Context: an optimization exercise on an open-source flow, tuned for small area, a short achievable clock period and few clock cycles. The choices shown serve that exercise and are no tape-out recipe.
In this exercise RTL edits were held to simulation tests only and were not proved equivalent to the original.
The clock port is modelled as an ideal driver, which makes a skipped or thinned clock tree look cheaper than it is; a real chip needs a root buffer or a tree.

==> flow/design.v <==
`timescale 1ns/1ps
module sha256_padder (
	input  logic         clock,
	input  logic         regin_reset,
	input  logic         go,
	input  logic [5:0]   msg_len,
	input  logic [7:0]   mem_data,
	output logic [6:0]   mem_req,
	output logic [511:0] block,
	output logic         pad_rdy
);
	logic       idle;    
	logic       en;      
	logic [5:0] addr;    
	logic       clr;     
	logic       v0;      
	logic       vld;     
	logic       hd;      
	logic [5:0] len;     
	logic [5:0] lenq;    
	logic       accept;
	logic [7:0] msg [0:54];   
	logic       mark55;       
	assign accept  = go & idle;
	function automatic logic [5:0] dec6(input logic [5:0] x);
		for (int i = 0; i < 6; i++) begin
			dec6[i] = x[i] ^ ~|(x & ((6'd1 << i) - 6'd1));
		end
	endfunction
	assign mem_req = {en, addr};
	always_ff @(posedge clock) begin
		if (regin_reset) begin
			idle    <= 1'b1;
			en      <= 1'b0;
			clr     <= 1'b0;
			v0      <= 1'b0;
			vld     <= 1'b0;
			hd      <= 1'b1;
			pad_rdy <= 1'b0;
		end else begin
			idle    <= (idle & ~go) | ((clr | v0 | vld) & ~en);
			en      <= idle ? (go & (msg_len != 6'd0)) :
			           clr  ? (|len[5:1]) : (en & (addr != 6'd1));
			clr     <= accept;
			v0      <= en & clr;
			vld     <= en & ~clr;
			hd      <= ~accept & ~(en & ~clr);
			pad_rdy <= ((clr | v0 | vld) & ~en) | (pad_rdy & ~go);
		end
	end
	always_ff @(posedge clock) begin
		addr <= idle ? 6'd0 : clr ? dec6(len) : dec6(addr);
	end
	always_ff @(posedge clock) begin
		if (accept) begin
			len <= msg_len;
		end
		lenq <= len;
	end
	always_ff @(posedge clock) begin
		msg[0] <= ({8{v0}} & mem_data) | ({8{clr}} & 8'h80) | ({8{~clr & ~v0}} & msg[0]);
		msg[1] <= ({8{vld}} & mem_data) | ({8{clr & en}} & 8'h80) | ({8{hd}} & msg[1]);
		for (int i = 2; i < 55; i++) begin
			msg[i] <= ({8{vld}} & msg[i - 1]) | ({8{hd}} & msg[i]);
		end
		mark55 <= (vld & msg[54][7]) | (hd & mark55);
	end
	always_comb begin
		block = '0;
		for (int i = 0; i < 55; i++) begin
			block[511 - 8 * i -: 8] = msg[i];
		end
		block[71] = mark55;
		block[8:3] = lenq;
	end
endmodule
==> flow/config.mk <==
export PLATFORM = sky130hd
export DESIGN_NAME = sha256_padder
export DESIGN_NICKNAME = sha256_padder
export VERILOG_FILES = /design/flow/design.v
export SDC_FILE = /design/flow/constraint.sdc
export NUM_CORES = 4
export LEC_CHECK = 0
export CAP_MARGIN = 20
export CORE_ASPECT_RATIO = 4
export CORE_MARGIN = 2
export CORE_UTILIZATION = 70
export SETUP_SLACK_MARGIN = 2.4
export SLEW_MARGIN = 20
==> flow/constraint.sdc <==
create_clock -name core_clock -period 4.0 [get_ports {clock}]
set_input_delay 0.8000 -clock core_clock [delete_from_list [all_inputs] [get_ports {clock}]]
set_output_delay 0.8000 -clock core_clock [all_outputs]
set_load 0.01 [all_outputs]
standard.sh (not shown) runs the stock make flow with config.mk's settings and CLKGATE_MAP_FILE= SYNTH_SCRIPT=/design/flow/synth_recipe.tcl, a recipe that flattens the netlist after the stock synthesis.
==> flow/flow/run.sh <==
#!/bin/bash
# Layout: the standard flow with these changes.
#  - synthesis runs first, exactly as standard (synth.log);
#  - after synthesis, repair uses no delay cells (dont_use.tcl);
#  - port buffers are buf_1;
#  - flip-flops that drive an output buffer drive only it: their other
#    loads move to the buffer output; repair_design caps fanout (pre_resize.tcl);
#  - the CTS buffer tree is replaced by a two-level inverter tree, and the
#    post-CTS repair runs on that tree (post_cts.tcl).
#  - repair may resize cells to other footprints (MATCH_CELL_FOOTPRINT=0).
#  - one tie cell drives up to 8 constant-0 output ports (tie_merge.tcl, run
#    from pre_resize.tcl).
#  - output buffers sit next to the flip-flops that drive them (post_dp.tcl).
# The rest of the tools' output goes to standard.log.
set -e
bash standard.sh synth > synth.log 2>&1
F=$PWD/flow
export BUFFER_PORTS_ARGS="-buffer_cell sky130_fd_sc_hd__buf_1"
export PRE_FLOORPLAN_TCL=$F/dont_use.tcl
export FLOW_TIE_GROUP=8
export PRE_RESIZE_TCL=$F/pre_resize.tcl
export POST_DETAIL_PLACE_TCL=$F/post_dp.tcl
export PRE_CTS_TCL=$F/dont_use.tcl
export POST_CTS_TCL=$F/post_cts.tcl
export PRE_GLOBAL_ROUTE_TCL=$F/dont_use.tcl
export FLOW_MAX_FANOUT=16
bash standard.sh SKIP_CTS_REPAIR_TIMING=1 MATCH_CELL_FOOTPRINT=0 finish > standard.log 2>&1
Other scripts of this flow, unchanged in this note and not shown: flow/flow/dont_use.tcl, flow/flow/inv_tree.tcl, flow/flow/post_cts.tcl, flow/flow/post_dp.tcl, flow/flow/pre_resize.tcl, flow/flow/tie_merge.tcl
Testbench counts at the start, summed over its fixed seeds: cycles 15,553.
==> next run, changes <==
--- a/flow/design.v
+++ b/flow/design.v
@@ -14,13 +14,12 @@
 	logic [5:0] addr;    
 	logic       clr;     
 	logic       v0;      
 	logic       vld;     
 	logic       hd;      
 	logic [5:0] len;     
-	logic [5:0] lenq;    
 	logic       accept;
 	logic [7:0] msg [0:54];   
 	logic       mark55;       
 	assign accept  = go & idle;
 	function automatic logic [5:0] dec6(input logic [5:0] x);
 		for (int i = 0; i < 6; i++) begin
@@ -52,13 +51,12 @@
 		addr <= idle ? 6'd0 : clr ? dec6(len) : dec6(addr);
 	end
 	always_ff @(posedge clock) begin
 		if (accept) begin
 			len <= msg_len;
 		end
-		lenq <= len;
 	end
 	always_ff @(posedge clock) begin
 		msg[0] <= ({8{v0}} & mem_data) | ({8{clr}} & 8'h80) | ({8{~clr & ~v0}} & msg[0]);
 		msg[1] <= ({8{vld}} & mem_data) | ({8{clr & en}} & 8'h80) | ({8{hd}} & msg[1]);
 		for (int i = 2; i < 55; i++) begin
 			msg[i] <= ({8{vld}} & msg[i - 1]) | ({8{hd}} & msg[i]);
@@ -68,9 +66,9 @@
 	always_comb begin
 		block = '0;
 		for (int i = 0; i < 55; i++) begin
 			block[511 - 8 * i -: 8] = msg[i];
 		end
 		block[71] = mark55;
-		block[8:3] = lenq;
+		block[8:3] = len;
 	end
 endmodule
Outcome:
- The changed run finished clean
- sequential cell count came out lower by 6
- hold slack improves by 180 ps
- clock skew barely changes
- synthesized cell count falls slightly
- cell count drops slightly
- area after synthesis came out lower slightly
Testbench counts after the change, summed over its fixed seeds: cycles 15,553.
No run of this note takes its clock network from TritonCTS; it comes from the design's own scripts or RTL.

==> re-timing with driven ports <==
The flow's constraints put no driver on any port. The routed layouts listed below were extracted and timed again, unchanged, in two steps. Step 1, drivers: a clkbuf_16 drives clock and a buf_2 each remaining input, both assumed. Step 2 adds t to the input delays and takes it off the output delays; t is the mean of the earliest and latest rising clock arrival at the registers after step 1. Input paths then give back, and output paths get back, about the clock's delay inside the block. Slacks: ideal ports / drivers / drivers and shift; pairs: ideal ports / drivers.
run	t (ns)	setup slack, ns	worst data-port slew with drivers (ns)
the first run	0.411	2.408 / 2.180 / 2.286	0.05
the second run	0.403	2.407 / 2.182 / 2.296	0.12
After both steps setup and hold are still met in every run listed. For the first run, which loses most, drivers alone change the setup slack by -0.228 ns; drivers and shift together by -0.122 ns.
